What follows belongs to an exercise in optimizing a design on an open flow for small area; a production flow would make more cautious choices. The RTL was checked by simulation tests, not by an equivalence proof against the original design. Power and IR drop assume default switching activity.

## the baseline
Design shift_reg, start of the top module:
module shift_reg
#(
  parameter int dataWidth = 16
) (
  input  logic                 clk,
  input  logic                 rst,
  input  logic                 shift,
  input  logic [dataWidth-1:0] din,
  input  shift_reg_pkg::addr_t address,
  output logic [dataWidth-1:0] dout
);
==> flow/config.mk <==
export PLATFORM = sky130hd
export DESIGN_NAME = shift_reg
export DESIGN_NICKNAME = shift_reg
export VERILOG_FILES = /design/flow/design.v
export SDC_FILE = /design/flow/constraint.sdc
export NUM_CORES = 4
export LEC_CHECK = 0
export CAP_MARGIN = 20
export CORE_MARGIN = 2
export CORE_UTILIZATION = 40
export GPL_TIMING_DRIVEN = 0
export SETUP_SLACK_MARGIN = 0.3
export SLEW_MARGIN = 20
export SYNTH_HIERARCHICAL = 1
export SYNTH_MINIMUM_KEEP_SIZE = 0
==> flow/constraint.sdc <==
create_clock -name core_clock -period 7.0 [get_ports {clk}]
set_input_delay 1.4000 -clock core_clock [delete_from_list [all_inputs] [get_ports {clk}]]
set_output_delay 1.4000 -clock core_clock [all_outputs]
set_load 0.01 [all_outputs]
standard.sh (not shown) runs the stock make flow with config.mk's settings and CLKGATE_MAP_FILE= SYNTH_SCRIPT=/design/flow/synth_recipe.tcl, a recipe that flattens the netlist after the stock synthesis.
==> flow/flow/run.sh <==
#!/bin/bash
# Layout flow: the standard synthesis and ORFS steps, with these changes:
#  - ports are buffered with buf_2 instead of the resizer's default pick;
#  - the clock tree uses clkbuf_8 leaves on clusters of up to 15 sinks, clkbuf_16
#    above them, and no dummy loads.
# Each step's full output goes to a log file in the work folder.
set -euo pipefail
cd "$(dirname "$0")/.."

bash standard.sh synth > synth.log 2>&1

bash standard.sh \
  "BUFFER_PORTS_ARGS=-buffer_cell sky130_fd_sc_hd__buf_2" \
  "CTS_ARGS=-sink_clustering_enable -repair_clock_nets -dont_use_dummy_load -root_buf sky130_fd_sc_hd__clkbuf_16 -tree_buf sky130_fd_sc_hd__clkbuf_16 -buf_list {sky130_fd_sc_hd__clkbuf_8} -sink_clustering_size 15 -sink_clustering_max_diameter 60" \
  finish > layout.log 2>&1
Edits applied to the flow inputs when going from the baseline to the candidate:
- putting CTS_CLUSTER_DIAMETER at 60 where nothing was set
- putting CTS_BUF_LIST at sky130_fd_sc_hd__clkbuf_8 sky130_fd_sc_hd__clkbuf_16 where nothing was set
- putting CTS_CLUSTER_SIZE at 15 where nothing was set
==> flow/run.sh (new file) <==
#!/bin/bash
# synth_recipe.tcl (not shown) runs the flow's synth.tcl, then flattens the netlist and writes it again
# the make line also repeats each setting of config.mk as NAME=value (left out here)
make -C /OpenROAD-flow-scripts/flow DESIGN_CONFIG=/design/flow/config.mk WORK_HOME=/design/flow/orfs CLKGATE_MAP_FILE= SYNTH_SCRIPT=/design/flow/synth_recipe.tcl finish
removed: flow/flow/run.sh
removed: flow/standard.sh
### Flow results
As far as multiplexer share of the synthesized area goes, the baseline and the candidate are indistinguishable; the numbers are identical.
Re wire length: the baseline was higher than the candidate.
Status: combinational power parity (the baseline, the candidate)
Worst hold slack | the candidate above the baseline
Of the candidate and the baseline, the run reporting the lower clock-buffer cell count was the baseline.
In the tables for the candidate and the baseline, worst setup slack reads higher with the candidate.
The baseline -> the candidate: met2 layer wire length in the routed design increased slightly
Detailed-routed wire length on met3 ends up higher on the baseline.
Part of the power in combinational logic (lower): the candidate
The candidate: clock edge transition at the registers on the reported setup and hold paths lower than the baseline
The total power consumption of the routed design of the candidate exceeds that of the baseline by about 10%.

* * *

Another version of the RTL of shift_reg (not shown whole).
Size in the first run: ~1,000 flip-flops, ~41 I/O pins, ~0.033 sq mm of cells after synthesis.
export LEC_CHECK = 0
export CAP_MARGIN = 20
export CORE_MARGIN = 2
export CORE_UTILIZATION = 40
export GPL_TIMING_DRIVEN = 0
export SETUP_SLACK_MARGIN = 0.15
export SLEW_MARGIN = 20
export SYNTH_HIERARCHICAL = 1
export SYNTH_MINIMUM_KEEP_SIZE = 0
create_clock -name core_clock -period 7.0 [get_ports {clk}]
==> flow/flow/run.sh <==
#!/bin/bash
# Layout flow: the standard synthesis and ORFS steps, with these changes:
#  - after synthesis, every logic cell is set to its smallest size;
#  - ports are buffered with buf_1 instead of the resizer's default pick;
#  - the clock tree uses clkbuf_4 leaves on clusters of up to 10 sinks, clkbuf_16
#    above them, and no dummy loads.
# Each step's full output goes to a log file in the work folder.
set -euo pipefail
cd "$(dirname "$0")/.."

bash standard.sh synth > synth.log 2>&1

SYNTH_ODB=$PWD/orfs/results/$FLOW_PLATFORM/shift_reg/base/1_synth.odb \
  openroad -no_init -exit flow/downsize.tcl > downsize.log 2>&1
touch orfs/results/$FLOW_PLATFORM/shift_reg/base/1_synth.sdc

bash standard.sh \
  "BUFFER_PORTS_ARGS=-buffer_cell sky130_fd_sc_hd__buf_1" \
  "CTS_ARGS=-sink_clustering_enable -repair_clock_nets -dont_use_dummy_load -root_buf sky130_fd_sc_hd__clkbuf_16 -tree_buf sky130_fd_sc_hd__clkbuf_16 -buf_list {sky130_fd_sc_hd__clkbuf_4} -sink_clustering_size 10 -sink_clustering_max_diameter 60" \
  finish > layout.log 2>&1
==> flow/flow/downsize.tcl <==
# Set every logic cell of the synthesized netlist to the smallest-area size of
# its type; placement-time repair then sizes up what timing, slew and load
# need, using real placement instead of synthesis's rough load model.
set odb $::env(SYNTH_ODB)
read_db $odb
set db [ord::get_db]
set block [ord::get_db_block]
array set best {}
foreach lib [$db getLibs] {
  foreach m [$lib getMasters] {
    set name [$m getName]
    if {![regexp {^(sky130_fd_sc_hd__[a-z0-9]+)_([0-9]+)$} $name -> base size]} continue
    set area [expr {[$m getWidth] * [$m getHeight]}]
    if {![info exists best($base)]} {
      set best($base) [list $m $area $size]
    } else {
      lassign $best($base) bm barea bsize
      if {$area < $barea || ($area == $barea && $size < $bsize)} {
        set best($base) [list $m $area $size]
      }
    }
  }
}
set n 0
foreach inst [$block getInsts] {
  set name [[$inst getMaster] getName]
  if {![regexp {^(sky130_fd_sc_hd__[a-z0-9]+)_([0-9]+)$} $name -> base size]} continue
  if {[regexp {^sky130_fd_sc_hd__(df|edf|sdf|dl|clk|conb|tap|fill|decap|diode)} $base]} continue
  set m [lindex $best($base) 0]
  if {[$m getName] ne $name} {
    $inst swapMaster $m
    incr n
  }
}
puts "resized $n cells to their smallest size"
write_db $odb
==> next run, changes <==
==> flow/flow/run.sh (replaced) <==
#!/bin/bash
# Layout flow: the standard synthesis and ORFS steps, with these changes:
#  - after synthesis, every logic cell is set to its smallest size;
#  - ports are buffered with buf_2 instead of the resizer's default pick;
#  - the clock tree uses clkbuf_8 leaves on clusters of up to 15 sinks, clkbuf_16
#    above them, and no dummy loads.
# Each step's full output goes to a log file in the work folder.
set -euo pipefail
cd "$(dirname "$0")/.."

bash standard.sh synth > synth.log 2>&1

SYNTH_ODB=$PWD/orfs/results/$FLOW_PLATFORM/shift_reg/base/1_synth.odb \
  openroad -no_init -exit flow/downsize.tcl > downsize.log 2>&1
touch orfs/results/$FLOW_PLATFORM/shift_reg/base/1_synth.sdc

bash standard.sh \
  "BUFFER_PORTS_ARGS=-buffer_cell sky130_fd_sc_hd__buf_2" \
  "CTS_ARGS=-sink_clustering_enable -repair_clock_nets -dont_use_dummy_load -root_buf sky130_fd_sc_hd__clkbuf_16 -tree_buf sky130_fd_sc_hd__clkbuf_16 -buf_list {sky130_fd_sc_hd__clkbuf_8} -sink_clustering_size 15 -sink_clustering_max_diameter 60" \
  finish > layout.log 2>&1
Result:
- register-to-register slack stays flat
- global-route usage stays flat
- worst setup slack gets worse by 0.037 ns
- count of clock-buffer cells in the layout went down by 34
- power went up by 1.6%
- cell area barely changes
==> next run, changes <==
SETUP_SLACK_MARGIN = 0.3   (was 0.15)
- via count is about the same
- core utilization is about the same
- sequential share of layout area hardly moves
- worst hold slack is worse by 0.0035 ns
- setup slack is better by 0.086 ns
- wire length is about the same
- die area stays the same
- synthesized area stays the same
- non-clock buffer count grows by 2
==> next run, changes <==
==> flow/flow/run.sh (replaced) <==
#!/bin/bash
# Layout flow: the standard synthesis and ORFS steps, with these changes:
#  - after synthesis, every logic cell is set to its smallest size;
#  - ports are buffered with buf_1 instead of the resizer's default pick;
#  - the clock tree uses clkbuf_4 leaves on clusters of up to 10 sinks, clkbuf_16
#    above them, and no dummy loads.
# Each step's full output goes to a log file in the work folder.
set -euo pipefail
cd "$(dirname "$0")/.."

bash standard.sh synth > synth.log 2>&1

SYNTH_ODB=$PWD/orfs/results/$FLOW_PLATFORM/shift_reg/base/1_synth.odb \
  openroad -no_init -exit flow/downsize.tcl > downsize.log 2>&1
touch orfs/results/$FLOW_PLATFORM/shift_reg/base/1_synth.sdc

bash standard.sh \
  "BUFFER_PORTS_ARGS=-buffer_cell sky130_fd_sc_hd__buf_1" \
  "CTS_ARGS=-sink_clustering_enable -repair_clock_nets -dont_use_dummy_load -root_buf sky130_fd_sc_hd__clkbuf_16 -tree_buf sky130_fd_sc_hd__clkbuf_16 -buf_list {sky130_fd_sc_hd__clkbuf_4} -sink_clustering_size 10 -sink_clustering_max_diameter 45" \
  finish > layout.log 2>&1
SETUP_SLACK_MARGIN = 0.15   (was 0.3)
=> The new run completed with no timing, DRC or antenna violations. Utilization stays flat. Register-to-register slack is about the same. Power decreases by 1.4%. Sequential power is about the same. Maximum frequency decreases by 1.1%. Hold slack gets worse by 0.0068 ns. Routed wire length barely changes. Sequential share of layout area hardly moves. Worst setup slack gets worse by 0.074 ns. Final cell count increases by 1.2%.

==> separate check: timing with driven ports <==
The flow's constraints put no driver on any port. The routed layouts listed below were extracted and timed again, unchanged, in two steps. Step 1 assumes that a clkbuf_16 drives the clock port and a buf_2 every other input. Step 2 also shifts input and output timing later by t, the mid clock arrival at the registers, as if the neighbouring blocks saw the same clock. a / b / c = ideal / step 1 / step 2; a / b = the first two.
| run | t (ns) | slack for setup (ns) | worst hold slack (ns) | clock arrival spread, ns | worst slew at a driven data input, ns |
|---|---|---|---|---|---|
| the baseline | 0.645 | 0.242 / 0.196 / 0.196 | 0.465 / 0.465 / 0.465 | 0.075 / 0.075 | 0.07 |
| the candidate | 0.704 | 0.300 / 0.250 / 0.250 | 0.470 / 0.470 / 0.470 | 0.029 / 0.030 | 0.06 |
| the first run of note 2 | 0.663 | 0.325 / 0.285 / 0.285 | 0.433 / 0.433 / 0.433 | 0.074 / 0.073 | 0.05 |
| the second run of note 2 | 0.659 | 0.287 / 0.264 / 0.264 | 0.455 / 0.455 / 0.455 | 0.063 / 0.063 | 0.05 |
| the third run of note 2 | 0.660 | 0.373 / 0.350 / 0.350 | 0.452 / 0.452 / 0.452 | 0.067 / 0.067 | 0.05 |
| the fourth run of note 2 | 0.665 | 0.299 / 0.252 / 0.252 | 0.445 / 0.445 / 0.445 | 0.063 / 0.063 | 0.05 |
After both steps every run listed still meets setup and hold. For the candidate, which loses most, drivers alone change the setup slack by -0.050 ns; drivers and shift together by -0.050 ns.
